Background: an optimization exercise with open tools, aiming at small area, a short achievable clock period and few clock cycles per item. Do not read the settings as production practice. At most, simulation tests tie the RTL to the original design; equivalence was not proved.

xenon:
==> flow/design.v (excerpt) <==
module display_test_pattern_generator (
  input  wire logic                           clk,
  input  wire logic                           rst_n,
  input  wire logic                           cfg_we,
  input  wire logic [dtpg_pkg::CFG_IDX_W-1:0] cfg_index,
  input  wire logic [dtpg_pkg::CFG_DAT_W-1:0] cfg_wdata,
  input  wire logic                           in_tvalid,
  output logic                                in_tready,
  input  wire logic [7:0]                     in_tdata,    
  output logic                                out_tvalid,
  input  wire logic                           out_tready,
  output logic [63:0]                         out_tdata,
  output logic                                out_tlast    
);
Settings: LEC_CHECK=0, CAP_MARGIN=20, CORE_MARGIN=2, CORE_UTILIZATION=40, SETUP_SLACK_MARGIN=4.2, SLEW_MARGIN=20, TNS_END_PERCENT=5; clock period 7.5 ns.
run.sh (not shown) runs the stock make flow with config.mk's settings and CLKGATE_MAP_FILE= SYNTH_SCRIPT=/design/flow/synth_recipe.tcl, a recipe that flattens the netlist after the stock synthesis.
In summary, xenon completed successfully, with a layout that passed the timing, DRC and antenna checks.
Testbench counts of xenon, summed over its fixed seeds: cycles 30,016, items 29,696.
## Diff of input files: tundra against xenon
-- flow/design.v --
<<< xenon, line 67
    ge = !s2[RW];
    qa = q_r + sq_r;
    qb = qa + 1'b1;
    r_hi = dbl ? {s2[RW-2:0], cin ^ d[0]} : s2[RW-1:0];
    r_lo = dbl ? {r_r[RW-2:0], cin} : s1;
>>> tundra, line 67
    ge = !s2[RW];
    qa = q_r + sq_r;
    qb = q_r + sq_r + 1'b1;
    r_hi = dbl ? {s2[RW-2:0], cin ^ d[0]} : s2[RW-1:0];
    r_lo = dbl ? {r_r[RW-2:0], cin} : s1;
<<< xenon, line 234
    dbl_r <= qr_n || (xs_n && cnt_n[0]);
  end
  logic [4:0] cnt_dec;
  assign cnt_dec = cnt_r - 1'b1;
  always_comb begin
    seq.qr     = qr_r;
>>> tundra, line 234
    dbl_r <= qr_n || (xs_n && cnt_n[0]);
  end
  always_comb begin
    seq.qr     = qr_r;
<<< xenon, line 245
    seq.dbl    = dbl_r;
    seq.addx   = addx_r;
    seq.bidx_n = norm_r ? 4'd10 : cnt_dec[4:1];
  end
endmodule
>>> tundra, line 243
    seq.dbl    = dbl_r;
    seq.addx   = addx_r;
    seq.bidx_n = cnt_n[4:1];
  end
endmodule
<<< xenon, line 301
  always_ff @(posedge clk) bwm1 <= (wm1_r < 10'd7) ? '0 : wm1_m7[COORD_W-1:3];
  logic [COORD_W-1:0] x_r, y_r, x_n, y_n;
  logic               eol_r, eof_r, fresh_r, valid_r;
  logic               xbit_r, ybit_r;
  logic               upd, adv, kill, xbit, ybit;
>>> tundra, line 299
  always_ff @(posedge clk) bwm1 <= (wm1_r < 10'd7) ? '0 : wm1_m7[COORD_W-1:3];
  logic [COORD_W-1:0] x_r, y_r, x_n, y_n;
  logic               eol_r, eof_r, last_r, fresh_r, valid_r;
  logic               xbit_r, ybit_r;
  logic               upd, adv, kill, xbit, ybit;
<<< xenon, line 355
      eol_r   <= 1'b0;
      eof_r   <= 1'b0;
      fresh_r <= 1'b1;
      valid_r <= 1'b0;
>>> tundra, line 353
      eol_r   <= 1'b0;
      eof_r   <= 1'b0;
      last_r  <= 1'b0;
      fresh_r <= 1'b1;
      valid_r <= 1'b0;
<<< xenon, line 362
      eol_r  <= eol_n;
      eof_r  <= eof_n;
      if (cfg_we)     fresh_r <= 1'b1;
      else if (emit)  fresh_r <= 1'b0;
>>> tundra, line 361
      eol_r  <= eol_n;
      eof_r  <= eof_n;
      last_r <= eol_n && eof_n;
      if (cfg_we)     fresh_r <= 1'b1;
      else if (emit)  fresh_r <= 1'b0;
<<< xenon, line 421
    end
  end
  logic [ADDR_W-1:0]  addr_r, ad_a, ad_b, ad_s;
  logic [STRIDE_W:0]  delta_r;
  logic               ad_co;
  always_ff @(posedge clk) delta_r <= {1'b0, stride_r} - {3'b000, wm1_r};
  always_comb begin
    ad_a = seq.xs_a ? {addr_r[ADDR_W-2:0], 1'b0} : addr_r;
    if (seq.addx)      ad_b = ADDR_W'(x_r);
    else if (seq.xs_a) ad_b = ybit ? ADDR_W'(stride_r) : '0;
    else if (eol_r)    ad_b = {{(ADDR_W-STRIDE_W-1){delta_r[STRIDE_W]}}, delta_r};
    else               ad_b = ADDR_W'(1);
  end
  dtpg_add #(.N(ADDR_W)) u_ad (.a(ad_a), .b(ad_b), .ci(1'b0), .s(ad_s), .co(ad_co));
  always_ff @(posedge clk) begin
    if (kill || (adv && eol_r && eof_r) || seq.norm) addr_r <= '0;
    else if (adv || seq.xs_a || seq.addx)           addr_r <= ad_s;
  end
  logic                is_grad, is_bar, is_solid;
>>> tundra, line 421
    end
  end
  logic [ADDR_W-1:0] rb_r, addr_r, rb_a, rb_b, rb_s;
  always_comb begin
    rb_a = seq.xs_a ? {rb_r[ADDR_W-2:0], 1'b0} : rb_r;
    if (seq.addx)                rb_b = ADDR_W'(x_r);
    else if (seq.xs_a && !ybit)  rb_b = '0;
    else                         rb_b = ADDR_W'(stride_r);
  end
  logic rb_co;
  dtpg_add #(.N(ADDR_W)) u_rb (.a(rb_a), .b(rb_b), .ci(1'b0), .s(rb_s), .co(rb_co));
  always_ff @(posedge clk) begin
    if (kill || (adv && eol_r && eof_r) || seq.norm) rb_r <= '0;
    else if ((adv && eol_r) || seq.xs_a)            rb_r <= rb_s;
    if (kill || (adv && eol_r && eof_r))  addr_r <= '0;
    else if ((adv && eol_r) || seq.addx)  addr_r <= rb_s;
    else if (adv)                         addr_r <= addr_r + 1'b1;
  end
  logic                is_grad, is_bar, is_solid;
<<< xenon, line 451
  assign out_tvalid = valid_r;
  assign out_tdata  = {7'd0, addr_r, y_r, x_r, color};
  assign out_tlast  = eol_r && eof_r;
endmodule
`default_nettype wire
>>> tundra, line 451
  assign out_tvalid = valid_r;
  assign out_tdata  = {7'd0, addr_r, y_r, x_r, color};
  assign out_tlast  = last_r;
endmodule
`default_nettype wire
### Flow results
Of xenon and tundra, the lower die boundary height belongs to xenon.
Die area on tundra is behind xenon.
Compared with xenon, tundra shows count of cell types in the netlist that has gone up by more than 10%.
xenon → tundra: first-pass GRT wire length +about 2.5%, number of sequential cells in the layout grew by 9.
For tundra, only the layout was checked, not whether the RTL still works.

==> what the ideal ports hide <==
How much do the figures lean on ideal ports? The routed layouts below were timed once more, with nothing changed but the port constraints. Step 1: set_driving_cell puts a clkbuf_16 on clk and a buf_2 on each other input, an assumption about the parent block. Step 2 also shifts input and output timing later by t, the mid clock arrival at the registers, as if the neighbouring blocks saw the same clock. a / b / c = ideal ports / drivers / drivers and shift; a / b = the first two.
run | t (ns) | setup slack, ns | worst setup path at the end
xenon | 0.619 | 4.111 / 4.054 / 3.560 | input to register
tundra | 0.625 | 4.028 / 3.986 / 3.434 | input to register
After both steps every run listed still meets setup and hold. The setup slack of tundra, which loses most, moves by -0.042 ns with the drivers and by -0.594 ns with both steps.
